Background: an optimization exercise with open tools, aiming at small area and a short achievable clock period. Do not read the settings as production practice. RTL that was checked went through simulation tests only; none was proved equivalent to the original.

== job 9954 ==
Design dvp_frame_writer, start of the top module:
module dvp_frame_writer #(
    parameter int BURST_LEN    = 64,
    parameter int FIFO_DEPTH   = 256,
    parameter int FRAME_PIXELS = 307200,
    parameter int ADDR_W       = 20,
    parameter int BASE_ADDR    = 0
) (
    input  logic                        sclk,          
    input  logic                        rst,           
    input  logic                        frame_start,   
    input  logic                        pix_valid,     
    input  logic [15:0]                 pix_data,      
    output logic                        wr_req,        
    output logic [ADDR_W-1:0]           wr_addr,       
    input  logic                        wr_ack,        
    input  logic                        wr_data_rd,    
    output logic [15:0]                 wr_data,       
    output logic [$clog2(FIFO_DEPTH):0] fifo_level,    
    output logic                        overflow,      
    output logic                        frame_done     
);
Size: ~7,700 cells after synthesis, about 70 I/O pins.
clock: 7.0 ns
lec_check: 0
abc_clock_period_in_ps: 2000
cap_margin: 20
core_margin: 2
core_utilization: 55
cts_cluster_diameter: 60
cts_cluster_size: 30
setup_slack_margin: 4.0
slew_margin: 20
standard.sh (not shown) runs the stock make flow with config.mk's settings and CLKGATE_MAP_FILE= SYNTH_SCRIPT=/design/flow/synth_recipe.tcl, a recipe that flattens the netlist after the stock synthesis.
==> flow/flow/run.sh <==
#!/bin/bash
# Own flow: the standard layout (standard.sh, unchanged synthesis and steps) with two
# layout options changed: the port buffers are buf_4 cells instead of the resizer's pick,
# and clock tree synthesis inserts no dummy loads.
set -euo pipefail
export BUFFER_PORTS_ARGS="-buffer_cell sky130_fd_sc_hd__buf_4"
export CTS_ARGS="-sink_clustering_enable -repair_clock_nets -sink_clustering_size 30 -sink_clustering_max_diameter 60 -dont_use_dummy_load"
bash standard.sh finish > flow_make.log 2>&1
Input-level comparison between job 2180 and job 9954:
diff --git a/flow/design.v b/flow/design.v
--- a/flow/design.v
+++ b/flow/design.v
@@ -27,67 +27,58 @@
     localparam int SD     = FIFO_DEPTH - 2;            
     logic            idle_q, fill_q, req_q, xfer_q, done_q;
     logic            idle_d, fill_d, req_d, xfer_d, done_d;
     logic [LW-1:0]   level_q, level_d;
     logic [CW-1:0]   in_cnt_q, in_cnt_d;
     logic [BW-1:0]   burst_idx_q, burst_idx_d;
     logic [KW-1:0]   pop_cnt_q, pop_cnt_d;
     logic            pending_q, pending_d;
     logic            in_room_q, in_room_d;             
     logic            overflow_q, overflow_d;
-    logic [15:0]     head_q;
+    logic [15:0]     head_q, head_d;
     logic [15:0]     out_q;                            
-    logic [15:0]     head_new;
-    logic            head_upd;
     logic [15:0]     stg_q;                            
     logic            stg_v_q, stg_v_d;
     logic [15:0]     lo_q, lo_d, hi_q, hi_d;
     logic            s_empty, s_full, s_inc, s_dec;
     logic            shift;
-    logic [15:0]     shift_c;                          
-    logic [15:0]     hi_ge;                            
     logic [15:0]     srl_q [SD];
     logic [15:0]     srl_rd;
     logic accepting, full, in_room, push, pop, last_pop, restart;
     logic to_head, stg_load, take_srl, take_stg, lvl0, lvl1, lvl_gt1;
     logic [15:0] grp [16];
     always_comb begin
         for (int a = 0; a < 16; a++) begin
             grp[a] = '0;
             for (int b = 0; b < 16; b++)
                 if (16 * a + b - 1 >= 0 && 16 * a + b - 1 < SD)
                     grp[a] = grp[a] | ({16{lo_q[b]}} & srl_q[16 * a + b - 1]);
         end
         srl_rd = '0;
         for (int a = 0; a < 16; a++)
             srl_rd = srl_rd | ({16{hi_q[a]}} & grp[a]);
     end
     assign s_empty = lo_q[0] && hi_q[0];
     assign s_full  = lo_q[SD % 16] && hi_q[SD / 16];
     assign shift   = stg_v_q && !s_full;
     always_comb begin
-        for (int c = 0; c < 16; c++) begin
-            hi_ge[c]   = |(hi_q >> c);
-            shift_c[c] = shift && hi_ge[c];
-        end
-    end
-    always_comb begin
         idle_d      = idle_q;
         fill_d      = fill_q;
         req_d       = req_q;
         xfer_d      = xfer_q;
         done_d      = 1'b0;
         in_cnt_d    = in_cnt_q;
         burst_idx_d = burst_idx_q;
         pop_cnt_d   = pop_cnt_q;
         pending_d   = pending_q;
         overflow_d  = overflow_q;
+        head_d      = head_q;
         lo_d        = lo_q;
         hi_d        = hi_q;
         restart     = 1'b0;
         lvl0      = (level_q == '0);
         lvl1      = (level_q == LW'(1));
         lvl_gt1   = !lvl0 && !lvl1;
         accepting = (fill_q || req_q || xfer_q) && !pending_q;
         full      = (level_q == LW'(FIFO_DEPTH));
         in_room   = in_room_q;
         pop       = xfer_q && wr_data_rd && !lvl0;
@@ -114,26 +105,25 @@
         in_room_d = in_room_q;
         if (push) in_room_d = (in_cnt_q != CW'(FRAME_PIXELS - 1));
         in_cnt_d    = ({CW{push}} & (in_cnt_q + CW'(1))) | ({CW{!push}} & in_cnt_q);
         pop_cnt_d   = ({KW{pop}} & (pop_cnt_q + KW'(1))) | ({KW{!pop}} & pop_cnt_q);
         burst_idx_d = ({BW{last_pop}} & (burst_idx_q + BW'(1))) | ({BW{!last_pop}} & burst_idx_q);
         level_d     = ({LW{push && !pop}} & (level_q + LW'(1)))
                     | ({LW{pop && !push}} & (level_q - LW'(1)))
                     | ({LW{push == pop}} & level_q);
         to_head  = push && (lvl0 || (pop && lvl1));
         stg_load = push && !to_head;
-        take_srl = pop && !s_empty;
-        take_stg = pop && s_empty && stg_v_q;
-        head_upd = to_head || take_srl || take_stg;
-        if (to_head) head_new = pix_data;
-        else if (take_srl) head_new = srl_rd;
-        else head_new = stg_q;
+        take_srl = pop && lvl_gt1 && !s_empty;
+        take_stg = pop && lvl_gt1 && s_empty;
+        if (to_head) head_d = pix_data;
+        else if (take_srl) head_d = srl_rd;
+        else if (take_stg) head_d = stg_q;
         stg_v_d = stg_load || (stg_v_q && !shift);
         s_inc   = shift && !take_stg;
         s_dec   = take_srl;
         if (s_inc && !s_dec) begin
             lo_d = {lo_q[14:0], lo_q[15]};
             if (lo_q[15]) hi_d = {hi_q[14:0], hi_q[15]};
         end else if (s_dec && !s_inc) begin
             lo_d = {lo_q[0], lo_q[15:1]};
             if (lo_q[0]) hi_d = {hi_q[0], hi_q[15:1]};
         end
@@ -184,24 +174,25 @@
             burst_idx_q <= burst_idx_d;
             pop_cnt_q   <= pop_cnt_d;
             pending_q   <= pending_d;
             overflow_q  <= overflow_d;
             stg_v_q     <= stg_v_d;
             lo_q        <= lo_d;
             hi_q        <= hi_d;
         end
     end
     always_ff @(posedge sclk) begin
-        head_q <= head_upd ? head_new : out_q;
-        out_q  <= head_upd ? head_new : head_q;
+        head_q <= head_d;
+        out_q  <= head_d;
         if (stg_load) stg_q <= pix_data;
-        if (shift_c[0]) srl_q[0] <= stg_q;
-        for (int i = 1; i < SD; i++)
-            if (shift_c[i / 16]) srl_q[i] <= srl_q[i-1];
+        if (shift) begin
+            srl_q[0] <= stg_q;
+            for (int i = 1; i < SD; i++) srl_q[i] <= srl_q[i-1];
+        end
     end
     assign wr_req     = req_q;
     assign wr_addr    = ADDR_W'(BASE_ADDR) + ADDR_W'(burst_idx_q * BURST_LEN);
     assign wr_data    = out_q;
     assign fifo_level = level_q;
     assign overflow   = overflow_q;
     assign frame_done = done_q;
 endmodule
==> summary.txt <==
Summary: with job 9954 as the reference, fmax in job 2180 moved up by a few percent. Sink count of the clock tree, job 2180 vs job 9954: down slightly. Summary — fill cell total of the finished layout, job 2180 relative to job 9954: higher, by 5.0%. Looking at critical path depth, job 2180 sits 3 lower than job 9954 does. Any difference in chip width between job 9954 and job 2180 is small enough to ignore. Delta (job 2180 minus job 9954): period utilization now sits lower, global-route usage over all layers shows a reduction of 1.9 points, compound-gate portion of the synthesized area went down by 0.37 points, minimum clock period moved down.
The RTL of job 9954 was laid out without a check of its function.

afterwards: timing with drivers on the ports:
The flow's constraints put no driver on any port. The routed layouts listed below were extracted and timed again, unchanged, in two steps.
Step 1 assumes that a clkbuf_16 drives the clock port and a buf_2 every other input.
Step 2 moves the port delays by t, midway between the first and last clock arrival at a register: inputs arrive t later, outputs are due t later. That takes back most of the time a late clock gives input paths.
Three values: ideal, step 1, step 2; two values: the first two.
| run | shift t [ns] | setup WS [ns] | hold WS [ns] |
|---|---|---|---|
| job 9954 | 1.016 | 3.658 / 3.658 / 3.393 | 0.381 / 0.381 / 0.381 |
| job 2180 | 1.016 | 3.787 / 3.775 / 3.183 | 0.378 / 0.378 / 0.378 |
After both steps every run listed still meets setup and hold. The setup slack of job 2180, which loses most, moves by -0.012 ns with the drivers and by -0.604 ns with both steps.
